From an optimization exercise on the open Yosys and OpenROAD flow, aimed at small area, a short achievable clock period and few clock cycles per item; shortcuts taken in it are not production practice.
In this exercise RTL edits were held to simulation tests only and were not proved equivalent to the original.

Setup of lagoon:
==> flow/design.v (excerpt) <==
module css_color_function_to_rgba (
   input  logic               clock,
   input  logic               reset,
   input  logic               req_valid,
   output logic               req_ready,
   input  logic               req_mode,
   input  logic signed [19:0] req_first_value,
   input  logic signed [19:0] req_second_value,
   input  logic signed [19:0] req_third_value,
   input  logic signed [19:0] req_alpha_value,
   input  logic               req_first_is_percent,
   input  logic               req_second_is_percent,
   input  logic               req_third_is_percent,
   input  logic               req_alpha_is_percent,
   input  logic               req_alpha_given,
   output logic               rsp_valid,
   input  logic               rsp_ready,
   output logic [12:0]        rsp_red_out,
   output logic [12:0]        rsp_green_out,
   output logic [12:0]        rsp_blue_out,
   output logic [12:0]        rsp_alpha_out
);
Size: about 4000 cells after synthesis, ~400 flip-flops, ~140 I/O pins.
Settings: LEC_CHECK=0, CAP_MARGIN=20, CORE_MARGIN=2, CORE_UTILIZATION=65, SETUP_SLACK_MARGIN=5, SLEW_MARGIN=20; clock period 11.0 ns.
standard.sh (not shown) runs the stock make flow with config.mk's settings and CLKGATE_MAP_FILE= SYNTH_SCRIPT=/design/flow/synth_recipe.tcl, a recipe that flattens the netlist after the stock synthesis.
==> flow/flow/run.sh <==
#!/bin/bash
set -euo pipefail
bash standard.sh synth > flow_synth.log 2>&1
sed -e 's/SETUP_SLACK_MARGIN=[0-9.]* /SETUP_SLACK_MARGIN=6.6 "BUFFER_PORTS_ARGS=-buffer_cell sky130_fd_sc_hd__buf_1" /' standard.sh > standard_tight.sh
grep -q 'SETUP_SLACK_MARGIN=6.6 "BUFFER_PORTS_ARGS' standard_tight.sh
bash standard_tight.sh > flow_layout.log 2>&1
Testbench counts of lagoon, summed over its fixed seeds: cycles 16,040, items 16,000.
diff inputs: lagoon => delta
==> flow/run.sh (new file) <==
#!/bin/bash
# synth_recipe.tcl (not shown) runs the flow's synth.tcl, then flattens the netlist and writes it again
# the make line also repeats each setting of config.mk as NAME=value (left out here)
make -C /OpenROAD-flow-scripts/flow DESIGN_CONFIG=/design/flow/config.mk WORK_HOME=/design/flow/orfs CLKGATE_MAP_FILE= SYNTH_SCRIPT=/design/flow/synth_recipe.tcl finish
-- flow/config.mk --
<<< lagoon, line 12
export SLEW_MARGIN = 20
>>> delta, line 12
export SLEW_MARGIN = 20
export SYNTH_HIERARCHICAL = 1
removed: flow/flow/run.sh
removed: flow/standard.sh
Findings:
Of the two candidates, lagoon has the better worst setup slack before clock tree synthesis and delta the worse one.
Looking at critical path capture point, the e2_ff[11] result is from lagoon; the q1_ff[43] one comes from delta.
Taking lagoon as the reference point, the data required time of the critical path of delta rises by 0.12 ns.
Taking lagoon over delta, the violation count after the first detailed-routing iteration ratio works out to 1.12.
Any difference in initial standard-cell utilization of the core between lagoon and delta is small enough to ignore.
Number of cells after detailed placement: delta vs lagoon up 5.7%
Of delta and lagoon, the higher instance count on the critical path belongs to lagoon.
Looking at cell with the biggest individual delay on the critical path, the o21ai_0 result is from delta; the or3_4 one comes from lagoon.
NOTE: total number of tap cells in delta exceeds that of lagoon
Between delta and lagoon, the met2 global-route usage is lower for delta.
In terms of via count, lagoon and delta differ only marginally.
Inputs modified between delta and ember:
==> flow/flow/run.sh (new file) <==
#!/bin/bash
set -euo pipefail
bash standard.sh synth > flow_synth.log 2>&1
sed -e 's/SETUP_SLACK_MARGIN=[0-9.]* /SETUP_SLACK_MARGIN=6.6 "BUFFER_PORTS_ARGS=-buffer_cell sky130_fd_sc_hd__buf_1" /' standard.sh > standard_tight.sh
grep -q 'SETUP_SLACK_MARGIN=6.6 "BUFFER_PORTS_ARGS' standard_tight.sh
bash standard_tight.sh > flow_layout.log 2>&1
==> flow/standard.sh (new file) <==
#!/bin/bash
# synth_recipe.tcl (not shown) runs the flow's synth.tcl, then flattens the netlist and writes it again
# the make line also repeats each setting of config.mk as NAME=value (left out here)
make -C /OpenROAD-flow-scripts/flow DESIGN_CONFIG=/design/flow/config.mk WORK_HOME=/design/flow/orfs CLKGATE_MAP_FILE= SYNTH_SCRIPT=/design/flow/synth_recipe.tcl "${@:-finish}"
removed: flow/run.sh
Re remaining routing DRC violations: no difference whatsoever between ember and delta. ember has sum of met3 wire segment lengths after detailed routing above what delta had. In ember relative to delta, via-per-instance ratio had gone down slightly. Routed length per instance up 0.59 um in ember wrt delta. Worst setup margin: lower on delta. Compared with delta, ember shows a arrival time at the worst endpoint that is 0.57 ns lower. Looking only at cell area, and setting everything else aside, the higher value of ember and delta goes to ember. ember — share of the final layout cell area in sequential cells 1.1 points lower, delta as reference.

-- afterwards: timing with drivers on the ports --
No port has a modelled driver above. Below, the same layouts with a new extraction and two added sets of constraints.
Step 1: set_driving_cell puts a clkbuf_16 on clock and a buf_2 on each other input, an assumption about the parent block.
Step 2, shift: input delay + t, output delay - t, t = (earliest + latest rising clock arrival at the registers) / 2. This alone moves slack from input paths to output paths.
Three values: no drivers, after step 1, after step 2; two values: the first two.
| run | t (ns) | slack for setup (ns) | worst hold slack (ns) | slew at the worst register clock pin (ns) | worst slew at a driven data input, ns |
|---|---|---|---|---|---|
| lagoon | 0.642 | 6.183 / 6.183 / 6.183 | 0.409 / 0.409 / 0.409 | 0.07 / 0.07 | 0.04 |
| delta | 0.647 | 6.051 / 6.051 / 5.765 | 0.412 / 0.412 / 0.412 | 0.07 / 0.07 | 0.04 |
| ember | 0.670 | 6.518 / 6.518 / 6.223 | 0.398 / 0.398 / 0.398 | 0.07 / 0.07 | 0.04 |
After both steps setup and hold are still met in every run listed. For ember, which loses most, drivers alone change the setup slack by 0.000 ns; drivers and shift together by -0.295 ns.
